This is an optimization exercise on Yosys and OpenROAD, whose aim is small area, not a production implementation.
The RTL was checked by simulation tests, not by an equivalence proof against the original design.
No activity file was given, so power comes from the tool's default toggle rates.

Design id_stage, start of the top module:
module id_stage #(
  parameter int REGS  = 32,
  parameter int WIDTH = 32
) (
  input  logic             clk,
  input  logic             rst_n,
  input  logic [31:0]      InstrD,
  input  logic [WIDTH-1:0] PCPlus4D,
  input  logic             RegWriteW,
  input  logic [4:0]       WriteRegW,
  input  logic [WIDTH-1:0] ResultW,
  input  logic [WIDTH-1:0] ALUOutM,
  input  logic             ForwardAD,
  input  logic             ForwardBD,
  input  logic             FlushE,
  output logic [WIDTH-1:0] PCBranchD,
  output logic             PCSrcD,
  output logic [4:0]       RsD,
  output logic [4:0]       RtD,
  output logic             RegWriteE,
  output logic             MemtoRegE,
  output logic             MemWriteE,
  output logic             ALUSrcE,
  output logic             RegDstE,
  output logic [2:0]       ALUControlE,
  output logic [WIDTH-1:0] RD1E,
  output logic [WIDTH-1:0] RD2E,
  output logic [WIDTH-1:0] SignImmE,
  output logic [4:0]       RsE,
  output logic [4:0]       RtE,
  output logic [4:0]       RdE
);
  localparam int N = REGS - 1;   
  logic [N*WIDTH-1:0] rf_q;       
  logic [N*WIDTH-1:0] rf_d;
  logic [N-1:0]       vld_q;      
  logic [N-1:0]       we, wen;
  logic [N-1:0]       sel1, sel2;
  logic [5:0]       opcode, funct;
  logic [4:0]       rs, rt;
  logic             reg_write, mem_to_reg, mem_write, alu_src, reg_dst, branch, jump;
  logic [2:0]       alu_ctrl;
  logic [WIDTH-1:0] rd1, rd2, cmp_a, cmp_b;
  logic             equal_d;
  assign opcode = InstrD[31:26];
  assign funct  = InstrD[5:0];
  assign rs     = InstrD[25:21];
  assign rt     = InstrD[20:16];
  assign RsD    = rs;
  assign RtD    = rt;
  always_comb begin
    for (int k = 1; k < REGS; k++) begin
      we[k-1]   = RegWriteW && (WriteRegW == k);
      wen[k-1]  = !(RegWriteW && (WriteRegW == k));
      sel1[k-1] = (rs == k) && (vld_q[k-1] || we[k-1]);
      sel2[k-1] = (rt == k) && (vld_q[k-1] || we[k-1]);
    end
  end
  always_ff @(posedge clk or negedge rst_n) begin
    if (!rst_n) vld_q <= '0;
    else        vld_q <= vld_q | we;
  end
  for (genvar k = 0; k < N; k++) begin : g_reg
    for (genvar b = 0; b < WIDTH; b++) begin : g_bit
      id_hold u_hold (.we(we[k]), .wen(wen[k]), .r(ResultW[b]), .q(rf_q[k*WIDTH+b]), .d(rf_d[k*WIDTH+b]));
    end
  end
  always_ff @(posedge clk) rf_q <= rf_d;
  ...
Size: roughly 3,700 cells after synthesis, roughly 1,100 flip-flops, about 300 I/O pins, roughly 44,000 um^2 of cells after synthesis.
Settings: LEC_CHECK=0, CAP_MARGIN=20, CORE_MARGIN=2, CORE_UTILIZATION=55, CTS_BUF_LIST=sky130_fd_sc_hd__clkbuf_16, CTS_CLUSTER_DIAMETER=80, CTS_CLUSTER_SIZE=24, SETUP_SLACK_MARGIN=0.2, SLEW_MARGIN=20, SYNTH_HIERARCHICAL=1, SYNTH_MINIMUM_KEEP_SIZE=0; clock period 9.0 ns.
run.sh (not shown) runs the stock make flow with config.mk's settings and CLKGATE_MAP_FILE= SYNTH_SCRIPT=/design/flow/synth_recipe.tcl, a recipe that flattens the netlist after the stock synthesis.
The starting point completed without violations.
Change:
==> flow/flow/run.sh (new file) <==
#!/bin/bash
# The standard layout, except that the port buffers are sky130_fd_sc_hd__buf_1 rather than
# the delay buffer buffer_ports picks on its own. Every port still gets its buffer.
set -euo pipefail
echo 'export BUFFER_PORTS_ARGS = -buffer_cell sky130_fd_sc_hd__buf_1' >> config.mk
bash standard.sh synth > synth.log 2>&1
bash standard.sh > layout.log 2>&1
==> flow/standard.sh (new file) <==
#!/bin/bash
# synth_recipe.tcl (not shown) runs the flow's synth.tcl, then flattens the netlist and writes it again
# the make line also repeats each setting of config.mk as NAME=value (left out here)
make -C /OpenROAD-flow-scripts/flow DESIGN_CONFIG=/design/flow/config.mk WORK_HOME=/design/flow/orfs CLKGATE_MAP_FILE= SYNTH_SCRIPT=/design/flow/synth_recipe.tcl "${@:-finish}"
Settings changed: BUFFER_PORTS_ARGS set to -buffer_cell sky130_fd_sc_hd__buf_1.
removed: flow/run.sh
Result: The new run completed without violations. Sequential power stays flat. Via count stays flat. Core utilization fell by 3.6 points. Worst setup slack got worse by 0.086 ns.

-- what the ideal ports hide --
How much do the figures lean on ideal ports? The routed layouts below were timed once more, with nothing changed but the port constraints.
Step 1 assumes that a clkbuf_16 drives the clock port and a buf_2 every other input.
Step 2 moves the port delays by t, midway between the first and last clock arrival at a register: inputs arrive t later, outputs are due t later. That takes back most of the time a late clock gives input paths.
a / b / c = no drivers / after step 1 / after step 2; a / b = the first two.
run	t, ns	setup WS [ns]	hold slack, ns	worst data-port slew with drivers (ns)
the first run	0.738	0.186 / 0.164 / 0.164	0.487 / 0.487 / 0.487	0.09
the second run	0.750	0.100 / 0.077 / 0.077	0.487 / 0.487 / 0.487	0.11
After both steps setup and hold are still met in every run listed. The setup slack of the second run, which loses most, moves by -0.023 ns with the drivers and by -0.023 ns with both steps.
